Source: an optimization exercise on an open RTL-to-GDS flow (aim: small area and a short achievable clock period). Production flows keep margins and buffers that such runs may drop.
Only simulation tests tie the RTL to the original design; equivalence was not proved.
No activity file was given, so power comes from the tool's default toggle rates.

run 1:
// issue_unit
module issue_unit #(
   parameter int MUL_LAT = 4,
   parameter int TAG_W   = 6,
   parameter int DATA_W  = 32
) (
   input  logic              clk,
   input  logic              reset,
   input  logic [5:0]        issueint_opcode,
   input  logic [TAG_W-1:0]  issueint_rdtag,
   input  logic [DATA_W-1:0] issueint_rsdata,
   input  logic [DATA_W-1:0] issueint_rtdata,
   input  logic              issueint_ready,
   output logic              issueint_done,
   input  logic [TAG_W-1:0]  issuemul_rdtag,
   input  logic [DATA_W-1:0] issuemul_rsdata,
   input  logic [DATA_W-1:0] issuemul_rtdata,
   input  logic              issuemul_ready,
   output logic              issuemul_done,
   output logic [TAG_W-1:0]  cdb_tag,
   output logic [DATA_W-1:0] cdb_data,
   output logic              cdb_valid
);
Size: ~1800 cells after synthesis, roughly 240 flip-flops, about 19000 µm² of cells after synthesis.
clock: 8.0 ns
lec_check: 0
abc_clock_period_in_ps: 4000
cap_margin: 20
core_margin: 2
core_utilization: 40
place_density: 0.7
setup_slack_margin: 4.3
slew_margin: 20
synth_hierarchical: 1
standard.sh (not shown) runs the stock make flow with config.mk's settings and CLKGATE_MAP_FILE= SYNTH_SCRIPT=/design/flow/synth_recipe.tcl, a recipe that flattens the netlist after the stock synthesis.
==> flow/flow/run.sh <==
#!/bin/bash
set -euo pipefail
export BUFFER_PORTS_ARGS="-buffer_cell sky130_fd_sc_hd__buf_1"
bash standard.sh > standard.log 2>&1
> inputs changed (run 1 -> run 2)
Settings: swapping 4.3 for 4.6 in SETUP_SLACK_MARGIN.
Diff run 1 -> run 2: number of vias after detailed routing climbed 890, routed length on met3 increased about 43%, routed via count divided by cell count went up, final worst slack went up 0.076 ns, hold slack now larger.
Re minimum clock period: run 2 and run 1 aren't equal, and the higher value belongs to run 1.
The data arrival time of the critical path in run 2 was lower than what run 1 gave.
Design internal power delta (run 2 − run 1): unfavourable
Run 2 falls short of run 1 in first-pass GRT wire length.
Summary — combined area of the multi-input logic cells, run 2 relative to run 1: higher, by about 3.6%.
The following lists how run 3 was set up differently from run 2:
Settings: setting CTS_CLUSTER_SIZE to 22 for the first time; changing SETUP_SLACK_MARGIN from 4.6 to 4.45; setting CTS_CLUSTER_DIAMETER to 120 for the first time; removing PLACE_DENSITY (formerly 0.7).
==> comparison <==
- Compared with run 2, run 3 shows a layout overhead on the synthesized area that is 7.0 points lower.
- Diff run 2 -> run 3: relative area of clock buffers and inverters in the final design now smaller, instance area at placement comparable, post-layout worst setup margin now smaller.
Here is what was changed in the inputs of run 4 compared with run 3.
Settings: PLACE_DENSITY now 0.7, previously not set.
### Flow results
Looking at buffering stage count on the worst path with inverters included, run 4 sits 1 below run 3. Diff run 3 -> run 4: worst setup slack increased 0.055 ns, reported leakage power decreased by 3.6% relative to the old numbers, net switching power of the design shrank by 67 µW. From run 3 to run 4 the numbers moved as follows: routed wire length now sits lower, sequential power now sits at about the same level, synthesized area now sits at about the same level.


Starting RTL as in the previous note.
export LEC_CHECK = 0
export ABC_CLOCK_PERIOD_IN_PS = 4000
export CAP_MARGIN = 20
export CORE_MARGIN = 2
export CORE_UTILIZATION = 55
export SETUP_SLACK_MARGIN = 4.45
export SLEW_MARGIN = 20
export SYNTH_HIERARCHICAL = 1
create_clock -name core_clock -period 8.0 [get_ports {clk}]
Scripts as last shown in full above: flow/flow/run.sh
==> next run, changes <==
- CORE_UTILIZATION: 55 -> 40
- PLACE_DENSITY: default -> 0.7
Outcome: Routed wire length falls slightly; cell count is higher by a few percent; count of clock-buffer cells in the layout drops by 6; synthesized cell count stays the same.
==> next run, changes <==
- PLACE_DENSITY: 0.7 -> default
The changed run finished with timing, DRC and antenna clean.
Via count grows by 0.60%.
Wire length increases by 4.6%.
Clock power decreases by about 5%.
Power drops by 0.33%.
Utilization went up by 1.0 points.
Register-to-register slack stays flat.
Count of clock-buffer cells in the layout climbs by 4.
==> next run, changes <==
- PLACE_DENSITY: default -> 0.85
What happened:
- design area increases by about 1.3%
- count of clock-buffer cells in the layout decreases by 5
- area after synthesis is unchanged
- flip-flop and latch count is unchanged
- worst setup slack gains 0.094 ns
- core utilization climbs by 0.61 points
- synthesized cell count stays the same
- via count climbs by 4.6%
- wire length barely changes

==> what the ideal ports hide <==
The flow's constraints put no driver on any port. The routed layouts listed below were extracted and timed again, unchanged, in two steps.
Step 1 assumes that a clkbuf_16 drives the clock port and a buf_2 every other input.
Step 2 times the ports against the registers' clock, not the clock port: input delays grow and output delays shrink by t, the midpoint of the rising clock arrivals with the driver on.
Slacks: ideal ports / drivers / drivers and shift; pairs: ideal ports / drivers.
run	shift t [ns]	setup WS [ns]	worst slew at a driven data input, ns	pins driven straight from the clock port
run 1	0.642	4.345 / 4.322 / 3.726	0.14	1
run 2	0.633	4.421 / 4.375 / 3.759	0.25	1
run 3	0.564	4.260 / 4.206 / 3.643	0.17	1
run 4	0.547	4.316 / 4.216 / 3.669	0.21	1
the first run of note 2	0.615	4.422 / 4.378 / 3.794	0.13	1
the second run of note 2	0.622	4.400 / 4.347 / 3.725	0.18	1
the third run of note 2	0.615	4.328 / 4.248 / 3.632	0.16	1
the fourth run of note 2	0.618	4.422 / 4.307 / 3.689	0.24	1
After both steps setup and hold are still met in every run listed. The setup slack of the fourth run of note 2, which loses most, moves by -0.115 ns with the drivers and by -0.733 ns with both steps.
